Context: an optimization exercise on an open-source flow, tuned for small area, a short achievable clock period and few clock cycles per item. The choices shown serve that exercise and are no tape-out recipe.
Where RTL was checked, it was by simulation tests only, not by an equivalence proof against the original.
No activity file was given, so power comes from the tool's default toggle rates. No driver is modelled on the clock port, so clocking that relies on it looks cheaper here than on a real chip.

==> branch sierra: inputs <==
// axil_mem_subsys
module axil_mem_subsys (
  input  logic                  clk_i,
  input  logic                  rst_ni,
  input  logic                  req_i,
  output logic                  gnt_o,
  output logic                  rvalid_o,
  input  logic                  we_i,
  input  logic [(32 / 8)-1:0]   be_i,
  input  logic [32-1:0]   addr_i,
  input  logic [32-1:0]   wdata_i,
  output logic [32-1:0]   rdata_o,
  output logic                  err_o
);
  localparam int NW  = 256;
  localparam int DW  = 32;
  localparam int BW  = (32 / 8);
  localparam int NS  = 4;          
  localparam int SW  = DW / NS;       
  logic [NW*DW-1:0] mem_q;
  logic [NW*DW-1:0] mem_d;
  logic [DW-1:0]    p_q;       
  logic             in_range;
  logic             wr;
  logic [DW-1:0]    wcol;      
  logic [NS*2*SW-1:0] part_d;    
  logic [NS*2*SW-1:0] part_q;
  logic [DW-1:0]    inv_q;     
  logic [DW-1:0]    rd;
  logic             rvalid_q;
  logic             err_q;
  assign in_range = addr_i[15:10] == '0;
  assign wr       = req_i & we_i & rst_ni;
  always_comb begin
    for (int i = 0; i < DW; i++) begin
      wcol[i] = wdata_i[i] ^ p_q[i];
    end
  end
  always_ff @(posedge clk_i) begin
    p_q   <= ~p_q;
    mem_q <= mem_d;
  end
  for (genvar s = 0; s < NS; s++) begin : g_slice
    logic [16-1:0] lo_n, low;
    logic [16-1:0] hi;
    logic [NW-1:0]  wsel;      
  ...
export LEC_CHECK = 0
export CAP_MARGIN = 30
export CORE_MARGIN = 2
export CORE_UTILIZATION = 60
export SETUP_SLACK_MARGIN = 4.8
export SLEW_MARGIN = 35
export SYNTH_HIERARCHICAL = 1
create_clock -name core_clock -period 8.0 [get_ports {clk_i}]
standard.sh (not shown) runs the stock make flow with config.mk's settings and CLKGATE_MAP_FILE= SYNTH_SCRIPT=/design/flow/synth_recipe.tcl, a recipe that flattens the netlist after the stock synthesis.
==> flow/flow/run.sh <==
#!/bin/bash
# The standard layout (standard.sh) with a few ORFS variables changed:
# - REMOVE_ABC_BUFFERS=1: the floorplan step removes synthesis buffers instead
#   of repairing timing before placement, when the high-fanout nets have no
#   buffers yet and every path looks slow;
# - the port buffers are buf_4 (the buf family can be resized for timing);
# - CTS without dummy loads, with larger sink clusters;
# - more rounds of antenna repair after detailed routing.
# Each tool's output goes to run.log in the work folder; ORFS keeps a log per
# step under orfs/logs.
set -euo pipefail
cd "$(dirname "$0")/.."
bash standard.sh \
  REMOVE_ABC_BUFFERS=1 \
  "BUFFER_PORTS_ARGS=-buffer_cell sky130_fd_sc_hd__buf_4" \
  "CTS_ARGS=-sink_clustering_enable -repair_clock_nets -dont_use_dummy_load -sink_clustering_size 30 -sink_clustering_max_diameter 90" \
  MAX_REPAIR_ANTENNAS_ITER_DRT=12 \
  finish > run.log 2>&1
==> inputs of branch nickel, as changes to branch sierra <==
--- a/flow/flow/run.sh
+++ b/flow/flow/run.sh
@@ -15,3 +15,3 @@
   "BUFFER_PORTS_ARGS=-buffer_cell sky130_fd_sc_hd__buf_4" \
-  "CTS_ARGS=-sink_clustering_enable -repair_clock_nets -dont_use_dummy_load -sink_clustering_size 30 -sink_clustering_max_diameter 90" \
+  "CTS_ARGS=-sink_clustering_enable -repair_clock_nets -dont_use_dummy_load -sink_clustering_size 30 -sink_clustering_max_diameter 80" \
   MAX_REPAIR_ANTENNAS_ITER_DRT=12 \
--- a/flow/config.mk
+++ b/flow/config.mk
@@ -7,7 +7,7 @@
 export LEC_CHECK = 0
-export CAP_MARGIN = 30
+export CAP_MARGIN = 40
 export CORE_MARGIN = 2
 export CORE_UTILIZATION = 60
-export SETUP_SLACK_MARGIN = 4.8
-export SLEW_MARGIN = 35
+export SETUP_SLACK_MARGIN = 4.65
+export SLEW_MARGIN = 50
 export SYNTH_HIERARCHICAL = 1
==> inputs of branch harbor, as changes to branch sierra <==
--- a/flow/config.mk
+++ b/flow/config.mk
@@ -7,3 +7,3 @@
 export LEC_CHECK = 0
-export CAP_MARGIN = 30
+export CAP_MARGIN = 20
 export CORE_MARGIN = 2
@@ -11,3 +11,3 @@
 export SETUP_SLACK_MARGIN = 4.8
-export SLEW_MARGIN = 35
+export SLEW_MARGIN = 25
 export SYNTH_HIERARCHICAL = 1
==> summary of the runs <==
- Branch harbor finished with timing, DRC and antenna clean. Branch sierra went through all stages and came out clean. Branch nickel ran to the end with no violations.
- The lowest non-clock buffer count belongs to branch nickel, the highest to branch sierra.
- In sequential power, branch harbor and branch nickel hardly differ.
- Against branch nickel, the combinational power of branch harbor is higher by about 2%.
- Sequential share of layout area: branch sierra < branch harbor < branch nickel.
- The highest clock skew belongs to branch nickel, the lowest to branch sierra.
- The highest total power belongs to branch sierra, the lowest to branch harbor.
- Design area: branch sierra > branch harbor > branch nickel.
- In area after synthesis, branch nickel and branch sierra do not differ.
- Of branch nickel and branch harbor, branch harbor has the higher utilization (gap 0.19 points).
- In global-route usage, branch sierra and branch harbor hardly differ.
- Final cell count, highest first: branch sierra, branch harbor, branch nickel.
Testbench counts of branch sierra, summed over its fixed seeds: cycles 4,808, accesses 4,800.
Testbench counts of branch nickel, summed over its fixed seeds: cycles 4,808, accesses 4,800.
Testbench counts of branch harbor, summed over its fixed seeds: cycles 4,808, accesses 4,800.


==> build 96: inputs <==
Starting RTL as in the previous note.
export LEC_CHECK = 0
export CAP_MARGIN = 40
export CORE_MARGIN = 2
export CORE_UTILIZATION = 60
export SETUP_SLACK_MARGIN = 4.3
export SLEW_MARGIN = 50
export SYNTH_HIERARCHICAL = 1
create_clock -name core_clock -period 8.0 [get_ports {clk_i}]
==> flow/flow/run.sh <==
#!/bin/bash
# The standard layout (standard.sh) with a few ORFS variables changed:
# - REMOVE_ABC_BUFFERS=1: the floorplan step removes synthesis buffers instead
#   of repairing timing before placement, when the high-fanout nets have no
#   buffers yet and every path looks slow;
# - the port buffers are buf_4 (the buf family can be resized for timing);
# - CTS without dummy loads, with larger sink clusters;
# - more rounds of antenna repair after detailed routing.
# Each tool's output goes to run.log in the work folder; ORFS keeps a log per
# step under orfs/logs.
set -euo pipefail
cd "$(dirname "$0")/.."
bash standard.sh \
  REMOVE_ABC_BUFFERS=1 \
  "BUFFER_PORTS_ARGS=-buffer_cell sky130_fd_sc_hd__buf_4" \
  "CTS_ARGS=-sink_clustering_enable -repair_clock_nets -dont_use_dummy_load -sink_clustering_size 30 -sink_clustering_max_diameter 80" \
  MAX_REPAIR_ANTENNAS_ITER_DRT=12 \
  finish > run.log 2>&1
==> trial 48: changes against build 96 <==
--- a/flow/flow/run.sh
+++ b/flow/flow/run.sh
@@ -14,5 +14,5 @@
   REMOVE_ABC_BUFFERS=1 \
   "BUFFER_PORTS_ARGS=-buffer_cell sky130_fd_sc_hd__buf_4" \
-  "CTS_ARGS=-sink_clustering_enable -repair_clock_nets -dont_use_dummy_load -sink_clustering_size 30 -sink_clustering_max_diameter 80" \
+  "CTS_ARGS=-sink_clustering_enable -repair_clock_nets -dont_use_dummy_load -sink_clustering_size 30 -sink_clustering_max_diameter 90" \
   MAX_REPAIR_ANTENNAS_ITER_DRT=12 \
   finish > run.log 2>&1
CAP_MARGIN = 30   (was 40)
SETUP_SLACK_MARGIN = 4.9   (was 4.3)
SLEW_MARGIN = 35   (was 50)
==> qor summary <==
Run status: build 96 complete, no violations; trial 48 complete, no violations
Post-route clock period utilization: build 96 47.53%; trial 48 43.81%
Filler cell count: build 96 36190; trial 48 35340
Comb pwr: build 96 4.04 mW; trial 48 4.45 mW
Insertion delay of the later-clocked pin in the worst-skew pair: build 96 1.01 ns; trial 48 1.06 ns
Slowest stage cell on the critical path: build 96 sky130_fd_sc_hd__buf_6; trial 48 sky130_fd_sc_hd__dfxtp_2
Area of combinational cells with multiple inputs: build 96 100300 sq um; trial 48 103900 sq um
Non-CTS buffers: build 96 564; trial 48 802
Post-route worst setup slack: build 96 4.198 ns; trial 48 4.495 ns
Clock period minus final worst setup slack: build 96 3.802 ns; trial 48 3.505 ns
Total iterations of the first detailed-routing run: build 96 9; trial 48 8
Start point of the critical path: build 96 addr_i[4]; trial 48 part_q[28]
Met1 routed wirelength after detailed routing: build 96 380000 um; trial 48 396800 um
Worst EP arrival: build 96 4.66 ns; trial 48 1.90 ns
Critical path peak fanout: build 96 41; trial 48 1
Power density cells: build 96 222.4 nW/um^2; trial 48 217.7 nW/um^2
Total leakage power: build 96 116.7 nW; trial 48 118.1 nW
Met1 Track Usage GR: build 96 53.94%; trial 48 57.16%
Proportion of cell area occupied by multi-input gates: build 96 34.21%; trial 48 34.50%
GRT met2 Usage: build 96 57.20%; trial 48 60.20%
Maximum clock frequency: build 96 263.0 MHz; trial 48 285.3 MHz
Global-route wire length before repair: build 96 1349000 um; trial 48 1435000 um
Total routing resource utilization after global routing: build 96 37.77%; trial 48 40.94%
Worst setup path endpoint: build 96 part_q[8]; trial 48 rdata_o[12]
Endpoint required time on the critical path: build 96 8.86 ns; trial 48 6.40 ns
R2R setup slack: build 96 5.03 ns; trial 48 5.08 ns
Testbench counts of build 96, summed over its fixed seeds: cycles 4,808, accesses 4,800.
Testbench counts of trial 48, summed over its fixed seeds: cycles 4,808, accesses 4,800.


==> trial 32: inputs <==
axil_mem_subsys, a different RTL version from the one above (not shown whole).
==> flow/config.mk <==
export PLATFORM = sky130hd
export DESIGN_NAME = axil_mem_subsys
export DESIGN_NICKNAME = axil_mem_subsys
export VERILOG_FILES = /design/flow/design.v
export SDC_FILE = /design/flow/constraint.sdc
export NUM_CORES = 8
export LEC_CHECK = 0
export CAP_MARGIN = 20
export CORE_MARGIN = 2
export CORE_UTILIZATION = 60
export SETUP_SLACK_MARGIN = 4.5
export SLEW_MARGIN = 20
export SYNTH_HIERARCHICAL = 1
==> flow/constraint.sdc <==
create_clock -name core_clock -period 8.0 [get_ports {clk_i}]
set_input_delay 1.6000 -clock core_clock [delete_from_list [all_inputs] [get_ports {clk_i}]]
set_output_delay 1.6000 -clock core_clock [all_outputs]
set_load 0.01 [all_outputs]
==> flow/flow/run.sh <==
#!/bin/bash
# The standard layout (standard.sh) with a few ORFS variables changed:
# - REMOVE_ABC_BUFFERS=1: the floorplan step removes synthesis buffers instead
#   of repairing timing before placement, when the high-fanout nets have no
#   buffers yet and every path looks slow;
# - the port buffers are buf_4 (the buf family can be resized for timing);
# - CTS without dummy loads, with larger sink clusters;
# - more rounds of antenna repair after detailed routing.
# Each tool's output goes to run.log in the work folder; ORFS keeps a log per
# step under orfs/logs.
set -euo pipefail
cd "$(dirname "$0")/.."
bash standard.sh \
  REMOVE_ABC_BUFFERS=1 \
  "BUFFER_PORTS_ARGS=-buffer_cell sky130_fd_sc_hd__buf_4" \
  "CTS_ARGS=-sink_clustering_enable -repair_clock_nets -dont_use_dummy_load -sink_clustering_size 30 -sink_clustering_max_diameter 80" \
  MAX_REPAIR_ANTENNAS_ITER_DRT=12 \
  finish > run.log 2>&1
==> inputs of build 9, as changes to trial 32 <==
--- a/flow/design.v
+++ b/flow/design.v
@@ -106,43 +106,40 @@
   logic [DW-1:0]    wcol;      
   logic [DW-1:0]    rdata_q;
   logic             rvalid_q;
   logic             err_q;
   assign in_range = addr_i[15:10] == '0;
   assign wr       = req_i & we_i & rst_ni;
-  logic [8-1:0]    lo, lo_n;
-  logic [32-1:0]    hi_n, hiw, hiw_n;
-  logic [8*BW-1:0] lob_n;
+  logic [15:0]      lo, lo_n, hi_n, hiw, hiw_n;
+  logic [16*BW-1:0] lob_n;
   always_comb begin
-    for (int k = 0; k < 8; k++) begin
-      lo[k]   = addr_i[4:2] == k[2:0];
-      lo_n[k] = ~lo[k];
+    for (int k = 0; k < 16; k++) begin
+      lo[k]    = addr_i[5:2] == k[3:0];
+      lo_n[k]  = ~lo[k];
+      hi_n[k]  = ~(in_range & (addr_i[9:6] == k[3:0]));
+      hiw[k]   = ~hi_n[k] & wr;
+      hiw_n[k] = ~hiw[k];
       for (int b = 0; b < BW; b++) begin
         lob_n[k*BW+b] = ~(lo[k] & be_i[b]);
       end
-    end
-    for (int k = 0; k < 32; k++) begin
-      hi_n[k]  = ~(in_range & (addr_i[9:5] == k[4:0]));
-      hiw[k]   = ~hi_n[k] & wr;
-      hiw_n[k] = ~hiw[k];
     end
     for (int i = 0; i < DW; i++) begin
       wcol[i] = be_i[i/8] ? (wdata_i[i] ^ p_q) : 1'b1;
     end
   end
   logic [NW-1:0]    sel;       
   logic [NW-1:0]    wsel_n;    
   logic [NW*BW-1:0] wsel;      
   for (genvar r = 0; r < NW; r++) begin : g_word
     row_dec u_dec (
-      .lo     (lo[r%8]),
-      .lo_n   (lo_n[r%8]),
-      .hi_n   (hi_n[r/8]),
-      .hiw    (hiw[r/8]),
-      .hiw_n  (hiw_n[r/8]),
-      .lob_n  (lob_n[(r%8)*BW +: BW]),
+      .lo     (lo[r%16]),
+      .lo_n   (lo_n[r%16]),
+      .hi_n   (hi_n[r/16]),
+      .hiw    (hiw[r/16]),
+      .hiw_n  (hiw_n[r/16]),
+      .lob_n  (lob_n[(r%16)*BW +: BW]),
       .sel    (sel[r]),
       .wsel_n (wsel_n[r]),
       .wsel   (wsel[r*BW +: BW])
     );
     mem_word_next u_next (
       .q      (mem_q[r*DW +: DW]),
==> flow/flow/run.sh (replaced) <==
#!/bin/bash
# The standard layout (standard.sh) with a few ORFS variables changed:
# - REMOVE_ABC_BUFFERS=1: the floorplan step removes synthesis buffers instead
#   of repairing timing before placement, when the high-fanout nets have no
#   buffers yet and every path looks slow;
# - the port buffers are buf_4 (the buf family can be resized for timing);
# - CTS without dummy loads, with larger sink clusters.
# Each tool's output goes to run.log in the work folder; ORFS keeps a log per
# step under orfs/logs.
set -euo pipefail
cd "$(dirname "$0")/.."
bash standard.sh \
  REMOVE_ABC_BUFFERS=1 \
  "BUFFER_PORTS_ARGS=-buffer_cell sky130_fd_sc_hd__buf_4" \
  "CTS_ARGS=-sink_clustering_enable -repair_clock_nets -dont_use_dummy_load -sink_clustering_size 30 -sink_clustering_max_diameter 60" \
  finish > run.log 2>&1
- CORE_UTILIZATION: 60 -> 65
==> comparison table <==
|  | trial 32 | build 9 |
|---|---|---|
| Status | failed layout checks | failed layout checks |
| Layout check failures | max-slew violations | antenna violations |
| Clock buffer and inverter area fraction after layout | 2.606% | 4.322% |
| Multi-input comb cells | 14,500 | 14,380 |
| M2 GR Usage | 66.77% | 70.09% |
| Critical path fanouts, max | 8 | 32 |
| Overall die height | 660.4 um | 634.8 um |
| Final wirelength | 1,150,000 um | 1,165,000 um |
| Number of buffer and inverter stages on the critical path | 8 | 4 |
| Proportion of layout cells with a drive suffix above 1 | 16.23% | 14.76% |
| Delay contributed by the slowest stage of the critical path | 560 ps | 620 ps |
| Share of cell area taken by multi-input logic gates | 35.29% | 34.16% |
| Metal-1 WL | 392,900 um | 380,500 um |
| Share of cell area taken by flip-flops and latches | 54.44% | 54.59% |
| Clk network pwr share | 31.4% | 36.9% |
| Max IR drop VDD | 194.0 uV | 262.2 uV |
Testbench counts of trial 32, summed over its fixed seeds: cycles 4,808, accesses 4,800.
The RTL of build 9 was laid out without a check of its function.


==> branch juniper: inputs <==
axil_mem_subsys with an RTL version that a note above also has.
==> flow/config.mk <==
export PLATFORM = sky130hd
export DESIGN_NAME = axil_mem_subsys
export DESIGN_NICKNAME = axil_mem_subsys
export VERILOG_FILES = /design/flow/design.v
export SDC_FILE = /design/flow/constraint.sdc
export NUM_CORES = 8
export LEC_CHECK = 0
export CAP_MARGIN = 30
export CORE_MARGIN = 2
export CORE_UTILIZATION = 64
export SETUP_SLACK_MARGIN = 4.8
export SLEW_MARGIN = 35
export SYNTH_HIERARCHICAL = 1
==> flow/constraint.sdc <==
create_clock -name core_clock -period 8.0 [get_ports {clk_i}]
set_input_delay 1.6000 -clock core_clock [delete_from_list [all_inputs] [get_ports {clk_i}]]
set_output_delay 1.6000 -clock core_clock [all_outputs]
set_load 0.01 [all_outputs]
==> flow/flow/run.sh <==
#!/bin/bash
# The standard layout (standard.sh) with a few ORFS variables changed:
# - REMOVE_ABC_BUFFERS=1: the floorplan step removes synthesis buffers instead
#   of repairing timing before placement, when the high-fanout nets have no
#   buffers yet and every path looks slow;
# - the port buffers are buf_4 (the buf family can be resized for timing);
# - CTS without dummy loads, with larger sink clusters;
# - more rounds of antenna repair after detailed routing.
# Each tool's output goes to run.log in the work folder; ORFS keeps a log per
# step under orfs/logs.
set -euo pipefail
cd "$(dirname "$0")/.."
bash standard.sh \
  REMOVE_ABC_BUFFERS=1 \
  "BUFFER_PORTS_ARGS=-buffer_cell sky130_fd_sc_hd__buf_4" \
  "CTS_ARGS=-sink_clustering_enable -repair_clock_nets -dont_use_dummy_load -sink_clustering_size 30 -sink_clustering_max_diameter 90" \
  MAX_REPAIR_ANTENNAS_ITER_DRT=12 \
  finish > run.log 2>&1
==> branch zinc (differences from branch juniper) <==
Settings changed: CAP_MARGIN 30 to 10, CORE_UTILIZATION 64 to 60, PLACE_DENSITY set to 0.7, SLEW_MARGIN 35 to 20.
==> branch tundra (differences from branch juniper) <==
--- a/flow/flow/run.sh
+++ b/flow/flow/run.sh
@@ -13,6 +13,6 @@
 bash standard.sh \
   REMOVE_ABC_BUFFERS=1 \
   "BUFFER_PORTS_ARGS=-buffer_cell sky130_fd_sc_hd__buf_4" \
-  "CTS_ARGS=-sink_clustering_enable -repair_clock_nets -dont_use_dummy_load -sink_clustering_size 30 -sink_clustering_max_diameter 90" \
+  "CTS_ARGS=-sink_clustering_enable -repair_clock_nets -dont_use_dummy_load -sink_clustering_size 30 -sink_clustering_max_diameter 80" \
   MAX_REPAIR_ANTENNAS_ITER_DRT=12 \
   finish > run.log 2>&1
Settings changed: CAP_MARGIN 30 to 40, CORE_UTILIZATION 64 to 60, SETUP_SLACK_MARGIN 4.8 to 4.5, SLEW_MARGIN 35 to 50.
==> results.toml <==
[status]
status = "finished clean"

[place]
place.gp.congestion = 0.911

[worst_setup_path]
crit_required_ps = 6400
r2r_slack_ps = 4980

[layout]
fin_cells = 32600

[detailed_routing]
viasPerCell = 7.52

[cts]
clk_latency_ps = 1030
That was branch juniper.
==> results.toml <==
[status]
status = "finished clean"

[global_routing]
grt_max_degree = 131

[cts]
clk_latency_ps = 1020

[detailed_routing]
viasPerCell = 7.30
drc = 0

[synthesis]
yosysTopAreaCellShare = 0.620

[worst_setup_path]
crit_required_ps = 8870
r2r_slack_ps = 5030

[layout]
fin_cells = 32900
That was branch tundra.
==> results.toml <==
[status]
status = "finished clean"

[timing]
setup_viol = 0

[global_routing]
grt_overflow = 0

[worst_setup_path]
r2r_slack_ps = 4920

[cts]
postCtsHoldBufs = 0

[detailed_routing]
viasPerCell = 7.42

[power_and_ir_drop]
p_clk_mw = 19.6

[layout]
fin_cells = 33000
That was branch zinc.
Testbench counts of branch juniper, summed over its fixed seeds: cycles 4,808, accesses 4,800.
Testbench counts of branch zinc, summed over its fixed seeds: cycles 4,808, accesses 4,800.
Testbench counts of branch tundra, summed over its fixed seeds: cycles 4,808, accesses 4,800.

-- static timing again, ports no longer ideal --
Ports are ideal in the flow. The routed layouts listed here were re-timed in OpenROAD. Step 1 sets driving cells, clkbuf_16 on the clock port and buf_2 on the other inputs (assumed; they add their load-dependent delay and slew). Step 2, shift: input delay + t, output delay - t, t = (earliest + latest rising clock arrival at the registers) / 2. This alone moves slack from input paths to output paths. a / b / c = no drivers / after step 1 / after step 2; a / b = the first two.
| run | t (ns) | setup WS [ns] | worst setup path after step 2 |
|---|---|---|---|
| branch sierra | 1.131 | 4.466 / 4.351 / 3.311 | input to register |
| branch nickel | 1.108 | 4.472 / 4.296 / 3.188 | input to register |
| branch harbor | 1.132 | 4.475 / 4.352 / 3.334 | input to register |
| build 96 | 1.103 | 4.198 / 4.175 / 3.072 | input to register |
| trial 48 | 1.167 | 4.495 / 4.352 / 3.410 | input to register |
| trial 32 | 1.178 | 3.702 / 3.786 / 2.608 | input to register |
| build 9 | 1.238 | 3.777 / 3.682 / 2.444 | input to register |
| branch juniper | 1.139 | 4.423 / 4.300 / 3.333 | input to register |
| branch zinc | 1.119 | 4.472 / 4.357 / 3.349 | input to register |
| branch tundra | 1.110 | 4.369 / 4.302 / 3.192 | input to register |
The setup slack of build 9, which loses most, moves by -0.095 ns with the drivers and by -1.333 ns with both steps.
